Context: an optimization exercise on an open-source flow, tuned for small area, a short achievable clock period and few clock cycles per item. The choices shown serve that exercise and are no tape-out recipe. The RTL was checked by simulation tests, not by an equivalence proof against the original design. No activity file was given, so power comes from the tool's default toggle rates.

==> design.v <==
`timescale 1ns / 1ps
package abc_pkg;
    typedef logic [31:0]            t_word;
    typedef logic [255:0][31:0]     t_crypt_table;
    localparam logic CFG_KEY  = 1'b0;
    localparam logic CFG_MODE = 1'b1;
    localparam logic MODE_ENCRYPT = 1'b0;
    localparam logic MODE_DECRYPT = 1'b1;
    localparam t_word SEED_TWO_INIT = 32'hEEEE_EEEE;
    localparam t_word SEED_ONE_ADD  = 32'h1111_1111;
    localparam int    SEED_ONE_SHL  = 'h15;
    localparam int    SEED_ONE_SHR  = 'h0B;
    localparam t_word LCG_INC   = 32'd3;
    function automatic t_word crypt_table(input logic [7:0] idx);
        case (idx)
            8'd0: crypt_table = 32'h193AA698;
            8'd1: crypt_table = 32'h5496F7D5;
            8'd2: crypt_table = 32'h4208931B;
            8'd3: crypt_table = 32'h7A4106EC;
            8'd4: crypt_table = 32'h83E86840;
            8'd5: crypt_table = 32'hF49B6F8C;
            8'd6: crypt_table = 32'hBA3D9A51;
            8'd7: crypt_table = 32'h55F54DDD;
            8'd8: crypt_table = 32'h2DE51372;
            8'd9: crypt_table = 32'h9AFB571B;
            8'd10: crypt_table = 32'h3AB35406;
            8'd11: crypt_table = 32'hAD64FF1F;
            8'd12: crypt_table = 32'hC77764FE;
            8'd13: crypt_table = 32'h7F864466;
            8'd14: crypt_table = 32'h416D9CD4;
            8'd15: crypt_table = 32'hA2489278;
            8'd16: crypt_table = 32'hE30B86E4;
            8'd17: crypt_table = 32'h0B5231B6;
            8'd18: crypt_table = 32'hBA67AED6;
            8'd19: crypt_table = 32'hE5AB2467;
            8'd20: crypt_table = 32'h60028B90;
            8'd21: crypt_table = 32'h1D9E20C6;
            8'd22: crypt_table = 32'h2A7C692A;
            8'd23: crypt_table = 32'h6B691CDB;
            8'd24: crypt_table = 32'h9E51F817;
            8'd25: crypt_table = 32'h9B763DEC;
            8'd26: crypt_table = 32'h3D29323F;
            8'd27: crypt_table = 32'hCFE12B68;
            8'd28: crypt_table = 32'h754B459B;
            8'd29: crypt_table = 32'hA2238047;
            8'd30: crypt_table = 32'hD9C55514;
            8'd31: crypt_table = 32'h6BDCFFC1;
            8'd32: crypt_table = 32'h693E6340;
            8'd33: crypt_table = 32'h82383FE7;
            8'd34: crypt_table = 32'h1916EA5F;
            8'd35: crypt_table = 32'hEC7BCD59;
            8'd36: crypt_table = 32'h72DE165A;
            8'd37: crypt_table = 32'hE79A1617;
            8'd38: crypt_table = 32'h8EC86234;
            8'd39: crypt_table = 32'hA8F0D284;
            8'd40: crypt_table = 32'h20C90226;
            8'd41: crypt_table = 32'h7BF98884;
            8'd42: crypt_table = 32'h28A58331;
            8'd43: crypt_table = 32'h3EC3FA6E;
            8'd44: crypt_table = 32'h4CE0895B;
            8'd45: crypt_table = 32'hC353B4D0;
            8'd46: crypt_table = 32'h33EF064F;
            8'd47: crypt_table = 32'h21E5E210;
            8'd48: crypt_table = 32'hC8BB589D;
            8'd49: crypt_table = 32'hE85DCAB2;
            8'd50: crypt_table = 32'hAC65829F;
            8'd51: crypt_table = 32'hA7BF92D0;
            8'd52: crypt_table = 32'h05A6174D;
            8'd53: crypt_table = 32'h25A50C2E;
            8'd54: crypt_table = 32'hE5C78777;
            8'd55: crypt_table = 32'h3D75021F;
            8'd56: crypt_table = 32'h4BAA9C98;
            8'd57: crypt_table = 32'h23BDC884;
            8'd58: crypt_table = 32'h9653BBD7;
            8'd59: crypt_table = 32'hBADCE7F5;
            8'd60: crypt_table = 32'hC283A484;
            8'd61: crypt_table = 32'hC040DF2E;
            8'd62: crypt_table = 32'h9370A841;
            8'd63: crypt_table = 32'h2F316022;
            8'd64: crypt_table = 32'h36EED231;
            8'd65: crypt_table = 32'hAC2CBC0C;
            8'd66: crypt_table = 32'h13C0A49B;
            8'd67: crypt_table = 32'hCDD12997;
            8'd68: crypt_table = 32'h07FE91B2;
            8'd69: crypt_table = 32'hCD7EABCD;
            8'd70: crypt_table = 32'h2C01271D;
            8'd71: crypt_table = 32'h18432DF8;
            8'd72: crypt_table = 32'h599C6BC7;
            8'd73: crypt_table = 32'h75E93D5A;
            8'd74: crypt_table = 32'hB67A6EE2;
            8'd75: crypt_table = 32'h8E738E16;
            8'd76: crypt_table = 32'hFF9073FD;
            8'd77: crypt_table = 32'hAF77026A;
            8'd78: crypt_table = 32'hF86EA2FC;
            8'd79: crypt_table = 32'h91509EA3;
            8'd80: crypt_table = 32'h33A78DC6;
            8'd81: crypt_table = 32'h4F79234A;
            8'd82: crypt_table = 32'h3A7535BC;
            8'd83: crypt_table = 32'h3539FCB1;
            8'd84: crypt_table = 32'h3103EE52;
            8'd85: crypt_table = 32'h4F6F1E69;
            8'd86: crypt_table = 32'h6BB3EBBC;
            8'd87: crypt_table = 32'h4CB77555;
            8'd88: crypt_table = 32'h8DD1E999;
            8'd89: crypt_table = 32'h2ADE439D;
            8'd90: crypt_table = 32'h11521FAE;
            8'd91: crypt_table = 32'hB94D2545;
            8'd92: crypt_table = 32'h8DDE9ABD;
            8'd93: crypt_table = 32'h1909393F;
            8'd94: crypt_table = 32'hB792A23D;
            8'd95: crypt_table = 32'h749C455B;
            8'd96: crypt_table = 32'hB5B60F2C;
            8'd97: crypt_table = 32'h380459CE;
            8'd98: crypt_table = 32'h0DAD5820;
            8'd99: crypt_table = 32'hB130845B;
            8'd100: crypt_table = 32'h291CBD52;
            8'd101: crypt_table = 32'hDE9A5BB7;
            8'd102: crypt_table = 32'h51DEF961;
            8'd103: crypt_table = 32'h515B6408;
            8'd104: crypt_table = 32'hCA6E823E;
            8'd105: crypt_table = 32'h382E6E74;
            8'd106: crypt_table = 32'hEEBE3D71;
            8'd107: crypt_table = 32'h4C8F0C6A;
            8'd108: crypt_table = 32'hE676DCEA;
            8'd109: crypt_table = 32'h14E1DC7C;
            8'd110: crypt_table = 32'h6F7FC634;
            8'd111: crypt_table = 32'hCF85A943;
            8'd112: crypt_table = 32'hD39EA96E;
            8'd113: crypt_table = 32'h136E7C93;
            8'd114: crypt_table = 32'h7164B304;
            8'd115: crypt_table = 32'hF32F1333;
            8'd116: crypt_table = 32'h35C34034;
            8'd117: crypt_table = 32'hDE39D721;
            8'd118: crypt_table = 32'h91A87439;
            8'd119: crypt_table = 32'hC410111F;
            8'd120: crypt_table = 32'h29F17AAC;
            8'd121: crypt_table = 32'h1316A6FF;
            8'd122: crypt_table = 32'h12F194EE;
            8'd123: crypt_table = 32'h420B9499;
            8'd124: crypt_table = 32'hF72DB0DC;
            8'd125: crypt_table = 32'h690B9F93;
            8'd126: crypt_table = 32'h17D14BB2;
            8'd127: crypt_table = 32'h8F931AB8;
            8'd128: crypt_table = 32'h217500BC;
            8'd129: crypt_table = 32'h875413F8;
            8'd130: crypt_table = 32'h98B2E43D;
            8'd131: crypt_table = 32'hC51F9571;
            8'd132: crypt_table = 32'h54CEBDCA;
            8'd133: crypt_table = 32'h0719CC79;
            8'd134: crypt_table = 32'hF3C7080D;
            8'd135: crypt_table = 32'hE4286771;
            8'd136: crypt_table = 32'hA3EAB3CD;
            8'd137: crypt_table = 32'h4A6B00E0;
            8'd138: crypt_table = 32'h11CF0759;
            8'd139: crypt_table = 32'h7E897379;
            8'd140: crypt_table = 32'h5B32876C;
            8'd141: crypt_table = 32'h5E8CD4F6;
            8'd142: crypt_table = 32'h0CEDFA64;
            8'd143: crypt_table = 32'h919AC2C7;
            8'd144: crypt_table = 32'hB214F3B3;
            8'd145: crypt_table = 32'h0E89C38C;
            8'd146: crypt_table = 32'hF0C43A39;
            8'd147: crypt_table = 32'hEAE10522;
            8'd148: crypt_table = 32'h835BCE06;
            8'd149: crypt_table = 32'h9EEC43C2;
            8'd150: crypt_table = 32'hEA26A9D6;
            8'd151: crypt_table = 32'h69531821;
            8'd152: crypt_table = 32'h6725B24A;
            8'd153: crypt_table = 32'hDA81B0E2;
            8'd154: crypt_table = 32'hD5B4AE33;
            8'd155: crypt_table = 32'h080F99FB;
            8'd156: crypt_table = 32'h15A83DAF;
            8'd157: crypt_table = 32'h29DFC720;
            8'd158: crypt_table = 32'h91E1900F;
            8'd159: crypt_table = 32'h28163D58;
            8'd160: crypt_table = 32'h83D107A2;
            8'd161: crypt_table = 32'h4EAC149A;
            8'd162: crypt_table = 32'h9F71DA18;
            8'd163: crypt_table = 32'h61D5C4FA;
            8'd164: crypt_table = 32'hE3AB2A5F;
            8'd165: crypt_table = 32'hC7B0D63F;
            8'd166: crypt_table = 32'hB3CC752A;
            8'd167: crypt_table = 32'h61EBCFB6;
            8'd168: crypt_table = 32'h26FFB52A;
            8'd169: crypt_table = 32'hED789E3F;
            8'd170: crypt_table = 32'hAA3BC958;
            8'd171: crypt_table = 32'h455A8788;
            8'd172: crypt_table = 32'hC9C082A9;
            8'd173: crypt_table = 32'h0A1BEF0E;
            8'd174: crypt_table = 32'hC29A5A7E;
            8'd175: crypt_table = 32'h150D4735;
            8'd176: crypt_table = 32'h943809E0;
            8'd177: crypt_table = 32'h69215510;
            8'd178: crypt_table = 32'hEF0B0DA9;
            8'd179: crypt_table = 32'h3B4E9FB3;
            8'd180: crypt_table = 32'hD8B5D04C;
            8'd181: crypt_table = 32'hC7A023A8;
            8'd182: crypt_table = 32'hB0D50288;
            8'd183: crypt_table = 32'h64821375;
            8'd184: crypt_table = 32'hC260E8CF;
            8'd185: crypt_table = 32'h8496BD2C;
            8'd186: crypt_table = 32'hFF4F5435;
            8'd187: crypt_table = 32'h0FB5560C;
            8'd188: crypt_table = 32'h7CD74A52;
            8'd189: crypt_table = 32'h93589C80;
            8'd190: crypt_table = 32'h88975C47;
            8'd191: crypt_table = 32'h83BDA89D;
            8'd192: crypt_table = 32'h8BCC4296;
            8'd193: crypt_table = 32'h01B82C21;
            8'd194: crypt_table = 32'hFD821DBF;
            8'd195: crypt_table = 32'h26520B47;
            8'd196: crypt_table = 32'h04983E19;
            8'd197: crypt_table = 32'hD3E1CA27;
            8'd198: crypt_table = 32'h782C580F;
            8'd199: crypt_table = 32'h326FF573;
            8'd200: crypt_table = 32'hC157BCC7;
            8'd201: crypt_table = 32'h4F5E6B84;
            8'd202: crypt_table = 32'h44EBFBFB;
            8'd203: crypt_table = 32'hDA26D9D8;
            8'd204: crypt_table = 32'h6CD9D08E;
            8'd205: crypt_table = 32'h1719F1D8;
            8'd206: crypt_table = 32'h715C0487;
            8'd207: crypt_table = 32'h2C2D3C92;
            8'd208: crypt_table = 32'h53FAABA9;
            8'd209: crypt_table = 32'hBC836146;
            8'd210: crypt_table = 32'h510C92D6;
            8'd211: crypt_table = 32'hE089F82A;
            8'd212: crypt_table = 32'h4680171F;
            8'd213: crypt_table = 32'h369F00DE;
            8'd214: crypt_table = 32'h70EC2331;
            8'd215: crypt_table = 32'h0E253D55;
            8'd216: crypt_table = 32'hDAFB9717;
            8'd217: crypt_table = 32'hE5DD922D;
            8'd218: crypt_table = 32'h95915D21;
            8'd219: crypt_table = 32'hA0202F96;
            8'd220: crypt_table = 32'hA161CC47;
            8'd221: crypt_table = 32'hEACFA6F1;
            8'd222: crypt_table = 32'hED5E9189;
            8'd223: crypt_table = 32'hDAB87684;
            8'd224: crypt_table = 32'hA4B76D4A;
            8'd225: crypt_table = 32'hFA704897;
            8'd226: crypt_table = 32'h631F10BA;
            8'd227: crypt_table = 32'hD39DA8F9;
            8'd228: crypt_table = 32'h5DB4C0E4;
            8'd229: crypt_table = 32'h16FDE42A;
            8'd230: crypt_table = 32'h2DFF7580;
            8'd231: crypt_table = 32'hB56FEC7E;
            8'd232: crypt_table = 32'hC3FFB370;
            8'd233: crypt_table = 32'h8E6F36BC;
            8'd234: crypt_table = 32'h6097D459;
            8'd235: crypt_table = 32'h514D5D36;
            8'd236: crypt_table = 32'hA5A737E2;
            8'd237: crypt_table = 32'h3977B9B3;
            8'd238: crypt_table = 32'hFD31A0CA;
            8'd239: crypt_table = 32'h903368DB;
            8'd240: crypt_table = 32'hE8370D61;
            8'd241: crypt_table = 32'h98109520;
            8'd242: crypt_table = 32'hADE23CAC;
            8'd243: crypt_table = 32'h99F82E04;
            8'd244: crypt_table = 32'h41DE7EA3;
            8'd245: crypt_table = 32'h84A1C295;
            8'd246: crypt_table = 32'h09191BE0;
            8'd247: crypt_table = 32'h30930D02;
            8'd248: crypt_table = 32'h1C9FA44A;
            8'd249: crypt_table = 32'hC406B6D7;
            8'd250: crypt_table = 32'hEEDCA152;
            8'd251: crypt_table = 32'h6149809C;
            8'd252: crypt_table = 32'hB0099EF4;
            8'd253: crypt_table = 32'hC5F653A5;
            8'd254: crypt_table = 32'h4C10790D;
            8'd255: crypt_table = 32'h7303286C;
            default: crypt_table = 32'h0;
        endcase
    endfunction
endpackage
`timescale 1ns / 1ps
module archive_block_cipher (
    input  logic        i_clk,
    input  logic        i_rst_n,
    input  logic        i_cfg_wr_en,
    input  logic        i_cfg_index,
    input  logic [31:0] i_cfg_data,
    input  logic        i_in_valid,
    output logic        o_in_stall,
    input  logic [31:0] i_data_word,
    input  logic        i_last,
    output logic        o_out_valid,
    input  logic        i_out_stall,
    output logic [31:0] o_result_word,
    output logic        o_last_out
);
    abc_pkg::t_word r_key;
    logic  r_mode;
    logic  r_in_valid;
    abc_pkg::t_word r_in_data;
    logic  r_in_last;
    logic  r_out_valid;
    abc_pkg::t_word r_out_word;
    logic  r_out_last;
    abc_pkg::t_word r_seed_one;
    abc_pkg::t_word r_seed_two;
    logic  r_block_start;
    logic  out_free;
    logic  move;
    logic  in_free;
    logic  in_xfer;
    abc_pkg::t_word seed_one;
    abc_pkg::t_word seed_two;
    abc_pkg::t_word seed_two_sum;
    abc_pkg::t_word result;
    abc_pkg::t_word plain;
    abc_pkg::t_word n_seed_one;
    abc_pkg::t_word n_seed_two;
    assign out_free   = !r_out_valid || !i_out_stall;
    assign move       = r_in_valid && out_free;
    assign in_free    = !r_in_valid || move;
    assign in_xfer    = i_in_valid && in_free;
    assign o_in_stall = !in_free;
    always_ff @(posedge i_clk) begin
        if (!i_rst_n) begin
            r_key  <= '0;
            r_mode <= abc_pkg::MODE_ENCRYPT;
        end else if (i_cfg_wr_en) begin
            case (i_cfg_index)
                abc_pkg::CFG_KEY:  r_key  <= i_cfg_data;
                abc_pkg::CFG_MODE: r_mode <= i_cfg_data[0];
                default:  r_key  <= r_key;
            endcase
        end
    end
    always_ff @(posedge i_clk) begin
        if (!i_rst_n) begin
            r_in_valid <= 1'b0;
        end else if (in_xfer) begin
            r_in_valid <= 1'b1;
        end else if (move) begin
            r_in_valid <= 1'b0;
        end
    end
    always_ff @(posedge i_clk) begin
        if (in_xfer) begin
            r_in_data <= i_data_word;
            r_in_last <= i_last;
        end
    end
    always_comb begin
        seed_one     = r_block_start ? r_key : r_seed_one;
        seed_two     = r_block_start ? abc_pkg::SEED_TWO_INIT : r_seed_two;
        seed_two_sum = seed_two + abc_pkg::crypt_table(seed_one[7:0]);
        result       = r_in_data ^ (seed_one + seed_two_sum);
        plain        = (r_mode == abc_pkg::MODE_DECRYPT) ? result : r_in_data;
        n_seed_one   = ((~seed_one << abc_pkg::SEED_ONE_SHL) + abc_pkg::SEED_ONE_ADD)
                       | (seed_one >> abc_pkg::SEED_ONE_SHR);
        n_seed_two   = plain + seed_two_sum + (seed_two_sum << 5) + abc_pkg::LCG_INC;
    end
    always_ff @(posedge i_clk) begin
        if (!i_rst_n) begin
            r_block_start <= 1'b1;
        end else if (move) begin
            r_block_start <= r_in_last;
        end
    end
    always_ff @(posedge i_clk) begin
        if (move) begin
            r_seed_one <= n_seed_one;
            r_seed_two <= n_seed_two;
        end
    end
    always_ff @(posedge i_clk) begin
        if (!i_rst_n) begin
            r_out_valid <= 1'b0;
        end else if (out_free) begin
            r_out_valid <= r_in_valid;
        end
    end
    always_ff @(posedge i_clk) begin
        if (move) begin
            r_out_word <= result;
            r_out_last <= r_in_last;
        end
    end
    assign o_out_valid   = r_out_valid;
    assign o_result_word = r_out_word;
    assign o_last_out    = r_out_last;
endmodule
==> run.sh <==
#!/bin/bash
# synth_recipe.tcl (not shown) runs the flow's synth.tcl, then flattens the netlist and writes it again
# the make line also repeats each setting of config.mk as NAME=value (left out here)
make -C /OpenROAD-flow-scripts/flow DESIGN_CONFIG=/design/flow/config.mk WORK_HOME=/design/flow/orfs CLKGATE_MAP_FILE= SYNTH_SCRIPT=/design/flow/synth_recipe.tcl finish
==> config.mk <==
export PLATFORM = sky130hd
export DESIGN_NAME = archive_block_cipher
export DESIGN_NICKNAME = archive_block_cipher
export VERILOG_FILES = /design/flow/design.v
export SDC_FILE = /design/flow/constraint.sdc
export NUM_CORES = 4
export LEC_CHECK = 0
export CAP_MARGIN = 20
export CORE_MARGIN = 2
export CORE_UTILIZATION = 30
export SLEW_MARGIN = 20
export SYNTH_MEMORY_MAX_BITS = 16384
==> constraint.sdc <==
create_clock -name core_clock -period 11.0 [get_ports {i_clk}]
set_input_delay 2.2000 -clock core_clock [delete_from_list [all_inputs] [get_ports {i_clk}]]
set_output_delay 2.2000 -clock core_clock [all_outputs]
set_load 0.01 [all_outputs]
==> notes.md <==
==> critical path: cells and delay by family, from the launching register on <==
kind	cells	cell delay, ps
AOI/OAI and AO/OA	13	3550
and+or+nand+nor	12	2560
adders and majority gates	5	1680
buffers and inverters	4	1080
xor gates and xnor gates	4	720
DFF	1	430
==> cells in the mapped netlist (all sizes together) (24+ instances only) <==
library cell / count / area share (%)
nand2b: 24 / 0.70
xor2: 39 / 1.6
a221oi: 31 / 1.3
nor2b: 25 / 0.73
nand2: 324 / 5.7
a21o: 43 / 1.5
nor2: 245 / 4.3
edfxtp: 124 / 17
mux2: 42 / 2.2
clkbuf: 132 / 2.3
inv: 56 / 0.98
o22ai: 28 / 0.82
dfxtp: 36 / 3.4
o311ai: 55 / 2.3
buf: 130 / 3.0
a311oi: 59 / 2.4
a21boi: 42 / 1.5
a211oi: 80 / 2.8
xnor2: 92 / 3.9
ha: 123 / 7.2
o21ai: 233 / 5.5
a31oi: 59 / 1.8
a21oi: 286 / 6.8
fa: 29 / 2.7
nand3: 87 / 2.0
nor3: 93 / 2.2
o211ai: 70 / 2.5
or2: 25 / 0.73
==> placed cells by master, fill, tap and decap left out, types with 34 or more instances in the layout <==
cell type,synthesis,final
a211oi_1,79,79
a21boi_0,42,40
a21o_1,43,43
a21oi_1,282,279
a311oi_1,58,58
a31oi_1,58,58
buf_4,8,559
clkdlybuf4s50_1,0,105
dfxtp_1,36,34
edfxtp_1,124,124
ha_1,123,122
inv_1,55,52
mux2_2,42,42
nand2_1,324,324
nand3_1,87,87
nor2_1,242,240
nor3_1,93,93
o211ai_1,70,70
o21ai_0,229,226
o311ai_0,55,53
xnor2_1,91,91
xor2_1,39,39
==> cells by family after synthesis <==
logic type / count (synthesis) / share of synthesized area [%]
AO/OA/AOI/OAI: 1141 / 35.4
multiplexers: 62 / 3.34
flip-flops: 160 / 20.8
adder cells (fa/ha/maj): 152 / 9.91
buffers and inverters: 322 / 6.37
AND/OR/NAND/NOR: 894 / 18.7
XOR/XNOR: 132 / 5.56
==> state kept, by name, summed over array words and instances, names as in the netlist, 26 cells and up <==
name / count
r_in_data: 32
r_seed_two: 32
r_out_word: 32
r_seed_one: 26
r_key: 32
==> metal layers <==
layer	vias up	share of wire [%]	global-route usage (%)	wire length [um]
li1	11700	-	-	-
met2	2236	40	59.9	63200
met3	841	13	17.9	20600
met4	28	11	34.6	16600
met5	-	0.12	0	189
met1	13500	36	47.9	56200
==> final cells by class <==
| type | count | area [sq um] |
|---|---|---|
| antenna | 6 | 15.0 |
| clock buffer | 17 | 425 |
| clock inverter | 15 | 169 |
| fill | 7387 | 42300 |
| inverter | 60 | 235 |
| multi-input combinational | 2381 | 15700 |
| sequential | 160 | 4450 |
| tap | 940 | 1180 |
| timing repair buffer | 691 | 5770 |
==> stage by stage <==
stage	cells	util (%)	setup WS [ps]
6_report	4270	39.8	686
5_1_grt	4265	39.8	255
4_1_cts	4261	39.7	934
3_5_place_dp	4229	38.8	977
3_3_place_gp	4229	38.8	1060
2_1_floorplan	2863	-	783
==> power breakdown <==
| group | internal [uW] | switching, uW |
|---|---|---|
| Clock | 305 | 294 |
| Sequential | 1010 | 44.0 |
| Combinational | 3120 | 3400 |
| Total | 4440 | 3740 |
==> how the worst min path moves through the flow <==
stage | from | end | slack [ps] | cells after the start
3_5_place_dp | r_in_last | r_out_last | 440 | 0
3_3_place_gp | r_in_last | r_out_last | 440 | 0
2_1_floorplan | r_in_last | r_out_last | 430 | 0
5_1_grt | r_in_last | r_out_last | 470 | 0
6_report | r_in_last | r_out_last | 460 | 0
4_1_cts | r_in_last | r_out_last | 460 | 0
==> impl_metrics.env <==
export IMPL_yosysSeqAreaShare_pct=20.8
export IMPL_io_buffers=105
export IMPL_finalCritPeriodShare_pct=93.8
export IMPL_max_freq_mhz=97.0
export IMPL_numCtsBuffers=17
export IMPL_worstMarginPinSlew_ps=1370
export IMPL_rr_worst_depth=38
export IMPL_gp_congestion=1.15
export IMPL_drt_iter0_markers=4374
export IMPL_power_density_nw_per_um2=292
export IMPL_final_nets=3534
export IMPL_antenna_left=0
export IMPL_design_area_sq_um=28000
export IMPL_yosysUniqueCellTypes=90
export IMPL_ir_worst_vdd_uv=189
export IMPL_crit_arrival_ps=10520
export IMPL_finalPower_uw=8180
export IMPL_synth_nets=3086
export IMPL_start_util_pct=30.4
export IMPL_synth_edf_count=124
export IMPL_cts_hold_buf=0
export IMPL_grt_usage_pct=41.8
export IMPL_r2r_slack_ps=690
export IMPL_layout_drive_gt1_share_pct=22.1
export IMPL_cap_violations=0
export IMPL_timing_slew_headroom_pct=7.95
export IMPL_clk_pin_slew_worst_paths_ps=80
export IMPL_p_leak_uw=0.0110
export IMPL_status="no timing/DRC/antenna violations"
export IMPL_hold_ws_ps=455
export IMPL_first_global_vias=27200
export IMPL_finalHoldViolations=0
export IMPL_crit_required_ps=11200
export IMPL_async_flop_share_pct=0
export IMPL_drc=0
export IMPL_antenna_found_initial=25
export IMPL_design_core_area_sq_um=70300
export IMPL_r2r_start="r_block_start"
export IMPL_area_delta_synth_final_pct=30.8
export IMPL_grt_max_degree=107
export IMPL_syn_avg_cell_area_sq_um=7.47
export IMPL_path_max_fanout=17
export IMPL_startpoint="r_block_start"
export IMPL_place_hpwl_um=115000
export IMPL_routed_wl_um=157000
export IMPL_cpMaxStageDelayCell="o311ai_0"
export IMPL_numClockSinks=160
export IMPL_timing_critical_path_to="r_seed_two[31]"
export IMPL_io_pins=106
export IMPL_clock_latency_ps=460
export IMPL_die_w_um=271
export IMPL_die_h_um=271
export IMPL_synthesis_instances=2863
export IMPL_drtPass1Iterations=8
export IMPL_crit_type="reg2reg"
export IMPL_synth_top_flop_cell="edfxtp_1"
export IMPL_r2r_end="r_seed_two[31]"
export IMPL_wl_per_cell_um=36.7
export IMPL_crit_path_max_incr_delay_ps=670
export IMPL_overflow=0
export IMPL_ys_ff_latch=160
export IMPL_holdCritPathClass="reg2reg"
export IMPL_root_buffer="clkbuf_16"
export IMPL_drt_vias_per_instance=6.64
export IMPL_dieArea_sq_um=73400
export IMPL_post_cts_resized=0
export IMPL_final_setup_skew_ps=20.3
export IMPL_drv_slew=0
export IMPL_dpl_cell_area_sq_um=27300
export IMPL_rows=97
export IMPL_netlist_area_sq_um=21400
export IMPL_finalSetupTns_ps=0
export IMPL_post_cts_buffers=0
export IMPL_cp_end_kind="flip-flop"
export IMPL_h_tree_depth=4
export IMPL_finalSetupViolCount=0
export IMPL_tritoncts="yes"
export IMPL_rsz0062_at_grt="false"
export IMPL_worstSetupStartpointType="flip-flop"
export IMPL_yosysWarningCount=1
export IMPL_clockBufferDepth=2
export IMPL_grt_pass1_wl_um=217000
export IMPL_period_minus_slack_ps=10310
export IMPL_vias=28300
Testbench counts, summed over its fixed seeds: cycles 8,224, items 8,192.

## static timing again, ports no longer ideal
The flow's constraints put no driver on any port. The routed layout listed below was extracted and timed again, unchanged, in two steps. Step 1: set_driving_cell puts a clkbuf_16 on i_clk and a buf_2 on each other input, an assumption about the parent block. Step 2 adds t to the input delays and takes it off the output delays; t is the mean of the earliest and latest rising clock arrival at the registers after step 1. Input paths then give back, and output paths get back, about the clock's delay inside the block. Slacks: ideal / step 1 / step 2; pairs: ideal / step 1.
t (ns): 0.501
setup slack, ns: 0.686 / 0.686 / 0.686
worst register clock-pin slew, ns: 0.08 / 0.08
cell pins on the clock port's net: 1
After both steps setup and hold are still met in this run. The setup slack of this run moves by 0.000 ns with the drivers and by 0.000 ns with both steps.
